Source: an optimization exercise on an open RTL-to-GDS flow (aim: small area, a short achievable clock period and few clock cycles per item). Production flows keep margins and buffers that such runs may drop.
Where RTL was checked, it was by simulation tests only, not by an equivalence proof against the original.
No activity file was given, so power comes from the tool's default toggle rates.

// ir_pulse_distance_transmitter
module ir_pulse_distance_transmitter (
   input  logic                  clock,
   input  logic                  reset,
   input  logic                  req_valid,
   output logic                  req_ready,
   input  logic                  req_kind,
   input  logic [63:0]           req_frame_low,
   input  logic [HIGH_BITS-1:0]  req_frame_high,
   output logic                  rsp_valid,
   input  logic                  rsp_ready,
   output logic                  rsp_ir_level,
   output logic                  rsp_busy_res,
   output logic                  rsp_frame_done,
   input  logic                  csr_we,
   input  logic [CSR_IDX_W-1:0]  csr_index,
   input  logic [CSR_DATA_W-1:0] csr_wdata
);
For scale: roughly 100 I/O pins, about 11,000 um2 of cells after synthesis.
Settings: LEC_CHECK=0, CAP_MARGIN=20, CORE_MARGIN=2, CORE_UTILIZATION=50, SETUP_SLACK_MARGIN=5, SLEW_MARGIN=20; clock period 8.0 ns.
run.sh (not shown) runs the stock make flow with config.mk's settings and CLKGATE_MAP_FILE= SYNTH_SCRIPT=/design/flow/synth_recipe.tcl, a recipe that flattens the netlist after the stock synthesis.
The starting point went through all stages and came out clean.
Next try:
- SETUP_SLACK_MARGIN: 5 -> 4.5
The changed run produced a clean layout; worst hold slack hardly moves; total power grows by about 1.5%; critical path depth does not change.
No functional check of the RTL was part of any run of this note.

---

Setup of juniper:
ir_pulse_distance_transmitter, a different RTL version from the one above (not shown whole).
Size: about 1400 cells after synthesis, ~200 flip-flops, roughly 100 I/O pins, ~0.012 mm2 of cells after synthesis.
clock: 8.0 ns
lec_check: 0
cap_margin: 20
core_margin: 2
core_utilization: 60
setup_slack_margin: 5
slew_margin: 20
[inputs] violet vs juniper
- removing SETUP_SLACK_MARGIN (formerly 5)
- changing CORE_UTILIZATION from 60 to 40
Notes after the runs:
- violet against juniper: non-clock buffer area fraction after layout lower; proportion of total power due to net switching shows a reduction of 0.94 points.
- violet against juniper: power density of the placed cells climbed 21 mW/mm2; buffering stage count on the worst path with inverters included climbed 1; final estimated routing congestion in global placement went down 0.12; total of clock buffers placed in the layout +2.
- violet reports its start point of the critical path as zsm[3] while juniper reports zsm[0].
- Changes observed in violet relative to juniper: multi-input logic cell count shows a reduction of 7; clock insertion delay at the later pin of the skew report shows no meaningful change.
No functional check of the RTL was part of any run of this note.

---

run 1:
ir_pulse_distance_transmitter, a different RTL version from the one above (not shown whole).
Size: about 1,100 cells after synthesis, roughly 200 flip-flops, about 100 I/O pins, ~10,000 sq um of cells after synthesis.
==> flow/config.mk <==
export PLATFORM = sky130hd
export DESIGN_NAME = ir_pulse_distance_transmitter
export DESIGN_NICKNAME = ir_pulse_distance_transmitter
export VERILOG_FILES = /design/flow/design.v
export SDC_FILE = /design/flow/constraint.sdc
export NUM_CORES = 4
export LEC_CHECK = 0
export CAP_MARGIN = 20
export CORE_MARGIN = 2
export CORE_UTILIZATION = 60
export SETUP_SLACK_MARGIN = 5
export SLEW_MARGIN = 20
==> flow/constraint.sdc <==
create_clock -name core_clock -period 8.0 [get_ports {clock}]
set_input_delay 1.6000 -clock core_clock [delete_from_list [all_inputs] [get_ports {clock}]]
set_output_delay 1.6000 -clock core_clock [all_outputs]
set_load 0.01 [all_outputs]
Testbench counts of run 1, summed over its fixed seeds: cycles 48,765, beats 48,704.
Input changes introduced in run 2 (baseline for comparison: run 1):
==> flow/flow/run.sh (new file) <==
#!/bin/bash
# Layout flow: the standard ORFS flow (standard synthesis unchanged), with the I/O port
# buffers made of plain buffers (sky130_fd_sc_hd__buf_2) instead of the cell buffer_ports
# picks by default (a delay buffer). Every port still gets its own buffer.
set -euo pipefail
bash standard.sh "BUFFER_PORTS_ARGS=-buffer_cell sky130_fd_sc_hd__buf_2" finish > flow_orfs.log 2>&1
==> flow/standard.sh (new file) <==
#!/bin/bash
# synth_recipe.tcl (not shown) runs the flow's synth.tcl, then flattens the netlist and writes it again
# the make line also repeats each setting of config.mk as NAME=value (left out here)
make -C /OpenROAD-flow-scripts/flow DESIGN_CONFIG=/design/flow/config.mk WORK_HOME=/design/flow/orfs CLKGATE_MAP_FILE= SYNTH_SCRIPT=/design/flow/synth_recipe.tcl "${@:-finish}"
removed: flow/run.sh
Findings:
- Compared with run 1, in run 2 number of fill cells has increased, final wirelength now smaller.
- Compare run 1 and run 2 | detailed-route via count higher: run 1
- The area after detailed placement reported for run 2 is smaller than that of run 1 by 4.4%.
- Re amount of wire on met2 after detailed routing: run 2 is 590 um down on run 1.
- Going from run 1 to run 2, the layout cell share with drive strength beyond 1 was found to have gone up by 8.3 points.
What run 3 does differently from run 2 at the input level:
Settings: swapping 60 for 50 in CORE_UTILIZATION.
==> flow/run.sh (new file) <==
#!/bin/bash
# synth_recipe.tcl (not shown) runs the flow's synth.tcl, then flattens the netlist and writes it again
# the make line also repeats each setting of config.mk as NAME=value (left out here)
make -C /OpenROAD-flow-scripts/flow DESIGN_CONFIG=/design/flow/config.mk WORK_HOME=/design/flow/orfs CLKGATE_MAP_FILE= SYNTH_SCRIPT=/design/flow/synth_recipe.tcl finish
removed: flow/flow/run.sh
removed: flow/standard.sh
==> comparison <==
Relative to run 2, worst setup slack increased by 0.023 ns in run 3.
Run 3: number of setup buffers added after CTS 14 above run 2
Going from run 2 to run 3, wire length grows by 2700 um.
The inputs of run 4 differ from those of run 3 as listed below.
==> flow/flow/run.sh (new file) <==
#!/bin/bash
# Layout flow: the standard ORFS flow (standard synthesis unchanged), with the I/O port
# buffers made of plain buffers (sky130_fd_sc_hd__buf_2) instead of the cell buffer_ports
# picks by default (a delay buffer). Every port still gets its own buffer.
set -euo pipefail
bash standard.sh "BUFFER_PORTS_ARGS=-buffer_cell sky130_fd_sc_hd__buf_2" finish > flow_orfs.log 2>&1
==> flow/standard.sh (new file) <==
#!/bin/bash
# synth_recipe.tcl (not shown) runs the flow's synth.tcl, then flattens the netlist and writes it again
# the make line also repeats each setting of config.mk as NAME=value (left out here)
make -C /OpenROAD-flow-scripts/flow DESIGN_CONFIG=/design/flow/config.mk WORK_HOME=/design/flow/orfs CLKGATE_MAP_FILE= SYNTH_SCRIPT=/design/flow/synth_recipe.tcl "${@:-finish}"
removed: flow/run.sh
--- outcome ---
Compared run 4 vs run 3, and routing usage on met1 is down in run 4.
Run comparison: run 3 slowest library cell on the worst path nor3_2; run 4 slowest library cell on the worst path o21a_2
The flip-flop and latch count after synthesis was comparable across run 4 and run 3.
Non-clock buffer count (run 3 / run 4): 1.14
Compared to run 3, run 4 reaches a lower achievable clock.
Delta (run 4 minus run 3): total number of sequential cells flat; post-route worst setup slack down 0.014 ns.

==> separate check: timing with driven ports <==
No port has a modelled driver above. Below, the same layouts with a new extraction and two added sets of constraints. Step 1, drivers: a clkbuf_16 drives clock and a buf_2 each remaining input, both assumed. Step 2 times the ports against the registers' clock, not the clock port: input delays grow and output delays shrink by t, the midpoint of the rising clock arrivals with the driver on. a / b / c = no drivers / after step 1 / after step 2; a / b = the first two.
run | t (ns) | slack for setup (ns) | hold slack, ns | worst register clock-pin slew, ns | cell pins on the clock port's net
the first run of note 1 | 0.582 | 4.990 / 4.979 / 4.426 | 0.455 / 0.455 / 0.455 | 0.06 / 0.06 | 1
the second run of note 1 | 0.564 | 4.561 / 4.587 / 4.023 | 0.452 / 0.452 / 0.452 | 0.06 / 0.06 | 1
juniper | 0.481 | 2.753 / 2.753 / 2.753 | 0.489 / 0.489 / 0.489 | 0.08 / 0.08 | 1
violet | 0.492 | 1.852 / 1.852 / 1.852 | 0.481 / 0.481 / 0.481 | 0.08 / 0.08 | 1
run 1 | 0.545 | 4.948 / 4.974 / 4.429 | 0.455 / 0.455 / 0.455 | 0.06 / 0.06 | 1
run 2 | 0.548 | 4.900 / 4.914 / 4.366 | 0.457 / 0.457 / 0.457 | 0.06 / 0.06 | 1
run 3 | 0.554 | 4.922 / 4.932 / 4.379 | 0.461 / 0.461 / 0.461 | 0.06 / 0.06 | 1
run 4 | 0.562 | 4.909 / 4.925 / 4.363 | 0.454 / 0.454 / 0.454 | 0.06 / 0.06 | 1
After both steps setup and hold are still met in every run listed. The setup slack of the first run of note 1, which loses most, moves by -0.011 ns with the drivers and by -0.564 ns with both steps.
